From an optimization exercise on the open Yosys and OpenROAD flow, aimed at small area, a short achievable clock period and few clock cycles per item; shortcuts taken in it are not production practice. Only simulation tests tie the RTL to the original design; equivalence was not proved.

==> 12-16 <==
==> flow/design.v (excerpt) <==
module running_standard_deviation_top (
  input  logic        clk,
  input  logic        rst_n,
  input  logic        in_valid,
  output logic        in_ready,
  input  logic [15:0] in_sample,
  output logic        out_valid,
  input  logic        out_ready,
  output logic signed [23:0] out_mean_q8,
  output logic [23:0] out_std_q8,
  output logic [16:0] out_sample_count,
  output logic        out_saturated
);
clock: 11.0 ns
lec_check: 0
cap_margin: 20
core_margin: 2
core_utilization: 40
setup_slack_margin: 5
slew_margin: 20
run.sh (not shown) runs the stock make flow with config.mk's settings and CLKGATE_MAP_FILE= SYNTH_SCRIPT=/design/flow/synth_recipe.tcl, a recipe that flattens the netlist after the stock synthesis.
==> 09-24 (differences from 12-16) <==
--- a/flow/design.v
+++ b/flow/design.v
@@ -9,140 +9,126 @@
   output logic signed [23:0] out_mean_q8,
   output logic [23:0] out_std_q8,
   output logic [16:0] out_sample_count,
   output logic        out_saturated
 );
-  logic adv_r;
   logic adv;
-  assign adv = adv_r;
-  assign in_ready = adv_r;
+  assign in_ready = adv;
   logic        v0;
   logic [15:0] x0;
   always_ff @(posedge clk) begin
     if (!rst_n) v0 <= 1'b0;
     else if (adv) v0 <= in_valid;
     if (adv) x0 <= in_sample;
   end
-  logic        v1;
+  logic        v1, a1;
   logic [15:0] x1;
-  logic [30:0] xsq1;
-  logic signed [31:0] xsq0;
-  logic signed [15:0] xs0;
-  assign xs0 = x0;
-  assign xsq0 = xs0 * xs0;
-  always_ff @(posedge clk) begin
-    if (!rst_n) v1 <= 1'b0;
-    else if (adv) v1 <= v0;
-    if (adv) begin
-      x1   <= x0;
-      xsq1 <= xsq0[30:0];
-    end
-  end
-  logic        v2, a2;
-  logic [15:0] x2;
   logic [16:0] n_r;
   logic signed [32:0] s_r;
-  logic [46:0] q_r;
-  logic        can1;
-  assign can1 = !n_r[16];
+  logic        can0;
+  assign can0 = !n_r[16];
   always_ff @(posedge clk) begin
     if (!rst_n) begin
-      v2  <= 1'b0;
+      v1  <= 1'b0;
       n_r <= '0;
       s_r <= '0;
-      q_r <= '0;
     end else if (adv) begin
-      v2 <= v1;
-      if (v1 && can1) begin
+      v1 <= v0;
+      if (v0 && can0) begin
         n_r <= n_r + 17'd1;
-        s_r <= s_r + {{17{x1[15]}}, x1};
-        q_r <= q_r + {16'd0, xsq1};
+        s_r <= s_r + {{17{x0[15]}}, x0};
       end
     end
     if (adv) begin
-      x2 <= x1;
-      a2 <= v1 && can1;
+      x1 <= x0;
+      a1 <= v0 && can0;
+    end
+  end
+  logic        v2, a2;
+  logic [15:0] x2;
+  logic signed [34:0] ea2, ea1;
+  logic signed [24:0] eb2, eb1;
+  logic signed [17:0] ns1;
+  logic signed [8:0]  xl1;
+  logic signed [7:0]  xh1;
+  logic signed [34:0] s2x1;
+  assign ns1 = {1'b0, n_r};
+  assign xl1 = {1'b0, x1[7:0]};
+  assign xh1 = x1[15:8];
+  assign s2x1 = {s_r[32], s_r, 1'b0};
+  assign ea1 = ns1 * xl1 - s2x1;
+  assign eb1 = ns1 * xh1;
+  always_ff @(posedge clk) begin
+    if (!rst_n) v2 <= 1'b0;
+    else if (adv) v2 <= v1;
+    if (adv) begin
+      a2  <= a1;
+      x2  <= x1;
+      ea2 <= ea1;
+      eb2 <= eb1;
     end
   end
   logic        v3, a3;
   logic [15:0] x3;
-  logic [46:0] q3;
-  logic signed [34:0] ea3, ea2;
-  logic signed [24:0] eb3, eb2;
-  logic signed [17:0] ns2;
-  logic signed [8:0]  xl2;
-  logic signed [7:0]  xh2;
-  logic signed [34:0] s2x2;
-  assign ns2 = {1'b0, n_r};
-  assign xl2 = {1'b0, x2[7:0]};
-  assign xh2 = x2[15:8];
-  assign s2x2 = {s_r[32], s_r, 1'b0};
-  assign ea2 = ns2 * xl2 - s2x2;
-  assign eb2 = ns2 * xh2;
+  logic signed [34:0] e3, e2;
+  assign e2 = {{2{eb2[24]}}, eb2, 8'd0} + ea2;
   always_ff @(posedge clk) begin
     if (!rst_n) v3 <= 1'b0;
     else if (adv) v3 <= v2;
     if (adv) begin
-      a3  <= a2;
-      x3  <= x2;
-      q3  <= q_r;
-      ea3 <= ea2;
-      eb3 <= eb2;
+      a3 <= a2;
+      x3 <= x2;
+      e3 <= e2;
     end
   end
   logic        v4, a4;
   logic [15:0] x4;
-  logic [46:0] q4;
-  logic signed [34:0] e4, e3;
-  assign e3 = {{2{eb3[24]}}, eb3, 8'd0} + ea3;
+  logic [30:0] xsq4;
+  logic signed [43:0] pa4, pa3, pb4, pb3;
+  logic signed [8:0]  xl3;
+  logic signed [7:0]  xh3;
+  logic signed [15:0] xs3;
+  logic signed [31:0] xsq3;
+  assign xl3 = {1'b0, x3[7:0]};
+  assign xh3 = x3[15:8];
+  assign xs3 = x3;
+  assign pa3 = xl3 * e3;
+  assign pb3 = xh3 * e3;
+  assign xsq3 = xs3 * xs3;
   always_ff @(posedge clk) begin
     if (!rst_n) v4 <= 1'b0;
     else if (adv) v4 <= v3;
     if (adv) begin
-      a4 <= a3;
-      x4 <= x3;
-      q4 <= q3;
-      e4 <= e3;
+      a4   <= a3;
+      x4   <= x3;
+      pa4  <= pa3;
+      pb4  <= pb3;
+      xsq4 <= xsq3[30:0];
     end
   end
-  logic        v5, a5;
+  logic        v5;
   logic [15:0] x5;
-  logic [46:0] q5;
-  logic signed [43:0] pa5, pa4, pb5, pb4;
-  logic signed [8:0]  xl4;
-  logic signed [7:0]  xh4;
-  assign xl4 = {1'b0, x4[7:0]};
-  assign xh4 = x4[15:8];
-  assign pa4 = xl4 * e4;
-  assign pb4 = xh4 * e4;
-  always_ff @(posedge clk) begin
-    if (!rst_n) v5 <= 1'b0;
-    else if (adv) v5 <= v4;
-    if (adv) begin
-      a5  <= a4;
-      x5  <= x4;
-      q5  <= q4;
-      pa5 <= pa4;
-      pb5 <= pb4;
-    end
-  end
-  logic        v6;
-  logic [15:0] x6;
+  logic [46:0] q_r;
   logic [61:0] m_r;
-  logic [61:0] dq5, dpa5, dpb5;
-  assign dq5  = a5 ? {15'd0, q5} : 62'd0;
-  assign dpa5 = a5 ? {{18{pa5[43]}}, pa5} : 62'd0;
-  assign dpb5 = a5 ? {{10{pb5[43]}}, pb5, 8'd0} : 62'd0;
+  logic [61:0] dq4, dsq4, dpa4, dpb4;
+  assign dq4  = {15'd0, q_r};
+  assign dsq4 = {31'd0, xsq4};
+  assign dpa4 = {{18{pa4[43]}}, pa4};
+  assign dpb4 = {{10{pb4[43]}}, pb4, 8'd0};
   always_ff @(posedge clk) begin
     if (!rst_n) begin
-      v6  <= 1'b0;
+      v5  <= 1'b0;
+      q_r <= '0;
       m_r <= '0;
     end else if (adv) begin
-      v6 <= v5;
-      if (v5) m_r <= m_r + dq5 + dpa5 + dpb5;
+      v5 <= v4;
+      if (v4 && a4) begin
+        q_r <= q_r + {16'd0, xsq4};
+        m_r <= m_r + dq4 + dsq4 + dpa4 + dpb4;
+      end
     end
-    if (adv) x6 <= x5;
+    if (adv) x5 <= x4;
   end
   logic [0:0] b1_rem_0;
   assign b1_rem_0 = 1'b0;
   logic [2:0] b1_cur_0;
   logic [3:0] b1_dif_0;
@@ -179,16 +165,16 @@
   logic [2:0] b1_root;
   logic [55:0] b1_m;
   logic [15:0] b1_x;
   always_ff @(posedge clk) begin
     if (!rst_n) b1_v <= 1'b0;
-    else if (adv) b1_v <= v6;
+    else if (adv) b1_v <= v5;
     if (adv) begin
       b1_rem <= b1_rem_3;
       b1_root <= b1_root_3;
       b1_m <= m_r[55:0];
-      b1_x <= x6;
+      b1_x <= x5;
     end
   end
   logic [3:0] b2_rem_0;
   logic [2:0] b2_root_0;
   assign b2_rem_0 = b1_rem;
@@ -1450,52 +1436,23 @@
   assign res_std = {b19_sq, b20_sg_0, b20_sg_1};
   assign res_mean = {b19_mq, b20_mg_0, b20_mg_1} ^ {24{b19_sg}};
   assign res_n = b19_n;
   logic res_v;
   assign res_v = b19_v;
-  logic        o_v, k_v;
-  logic [23:0] o_mean, o_std, k_mean, k_std;
-  logic [16:0] o_n, k_n;
-  logic        o_free, in_res;
+  logic        o_v;
+  logic [23:0] o_mean, o_std;
+  logic [16:0] o_n;
+  logic        o_free;
   assign o_free = !o_v || out_ready;
-  assign in_res = adv && res_v;
+  assign adv = o_free || !res_v;
   always_ff @(posedge clk) begin
-    if (!rst_n) begin
-      o_v   <= 1'b0;
-      k_v   <= 1'b0;
-      adv_r <= 1'b1;
-    end else begin
-      if (k_v) begin
-        if (o_free) begin
-          o_v   <= 1'b1;
-          k_v   <= 1'b0;
-          adv_r <= 1'b1;
-        end
-      end else if (in_res) begin
-        if (o_free) o_v <= 1'b1;
-        else begin
-          k_v   <= 1'b1;
-          adv_r <= 1'b0;
-        end
-      end else if (o_free) o_v <= 1'b0;
-    end
-    if (k_v) begin
-      if (o_free) begin
-        o_mean <= k_mean;
-        o_std  <= k_std;
-        o_n    <= k_n;
-      end
-    end else if (in_res) begin
-      if (o_free) begin
-        o_mean <= res_mean;
-        o_std  <= res_std;
-        o_n    <= res_n;
-      end else begin
-        k_mean <= res_mean;
-        k_std  <= res_std;
-        k_n    <= res_n;
-      end
+    if (!rst_n) o_v <= 1'b0;
+    else if (o_free) o_v <= res_v;
+    if (o_free && res_v) begin
+      o_mean <= res_mean;
+      o_std  <= res_std;
+      o_n    <= res_n;
     end
   end
   assign out_valid        = o_v;
   assign out_mean_q8      = o_mean;
   assign out_std_q8       = o_std;
--- a/flow/config.mk
+++ b/flow/config.mk
@@ -5,8 +5,11 @@
 export SDC_FILE = /design/flow/constraint.sdc
 export NUM_CORES = 4
 export LEC_CHECK = 0
 export CAP_MARGIN = 20
 export CORE_MARGIN = 2
-export CORE_UTILIZATION = 40
+export CORE_UTILIZATION = 60
+export CTS_BUF_LIST = sky130_fd_sc_hd__clkbuf_8
+export PLACE_DENSITY = 0.72
 export SETUP_SLACK_MARGIN = 5
 export SLEW_MARGIN = 20
+export TNS_END_PERCENT = 10
==> summary of the runs <==
Against 12-16, the clock skew of 09-24 is higher by 0.051 ns. In 09-24 the non-clock buffer count is lower than in 12-16, by 521. Of 09-24 and 12-16, 12-16 has the higher register-to-register slack (gap 0.096 ns). Flip-flop and latch count: 12-16 is higher than 09-24 (225).
Testbench counts of 12-16, summed over its fixed seeds: cycles 2,264, items 2,048.
Testbench counts of 09-24, summed over its fixed seeds: cycles 2,256, items 2,048.

separate check: timing with driven ports:
The flow's constraints put no driver on any port. The routed layouts listed below were extracted and timed again, unchanged, in two steps.
Step 1: set_driving_cell puts a clkbuf_16 on clk and a buf_2 on each other input, an assumption about the parent block.
Step 2, shift: input delay + t, output delay - t, t = (earliest + latest rising clock arrival at the registers) / 2. This alone moves slack from input paths to output paths.
Three values: ideal ports, drivers, drivers and shift; two values: the first two.
run	shift t [ns]	setup WS [ns]	clock arrival spread, ns
12-16	1.073	4.236 / 4.236 / 4.236	0.106 / 0.105
09-24	1.258	4.140 / 4.140 / 4.140	0.164 / 0.165
After both steps setup and hold are still met in every run listed.
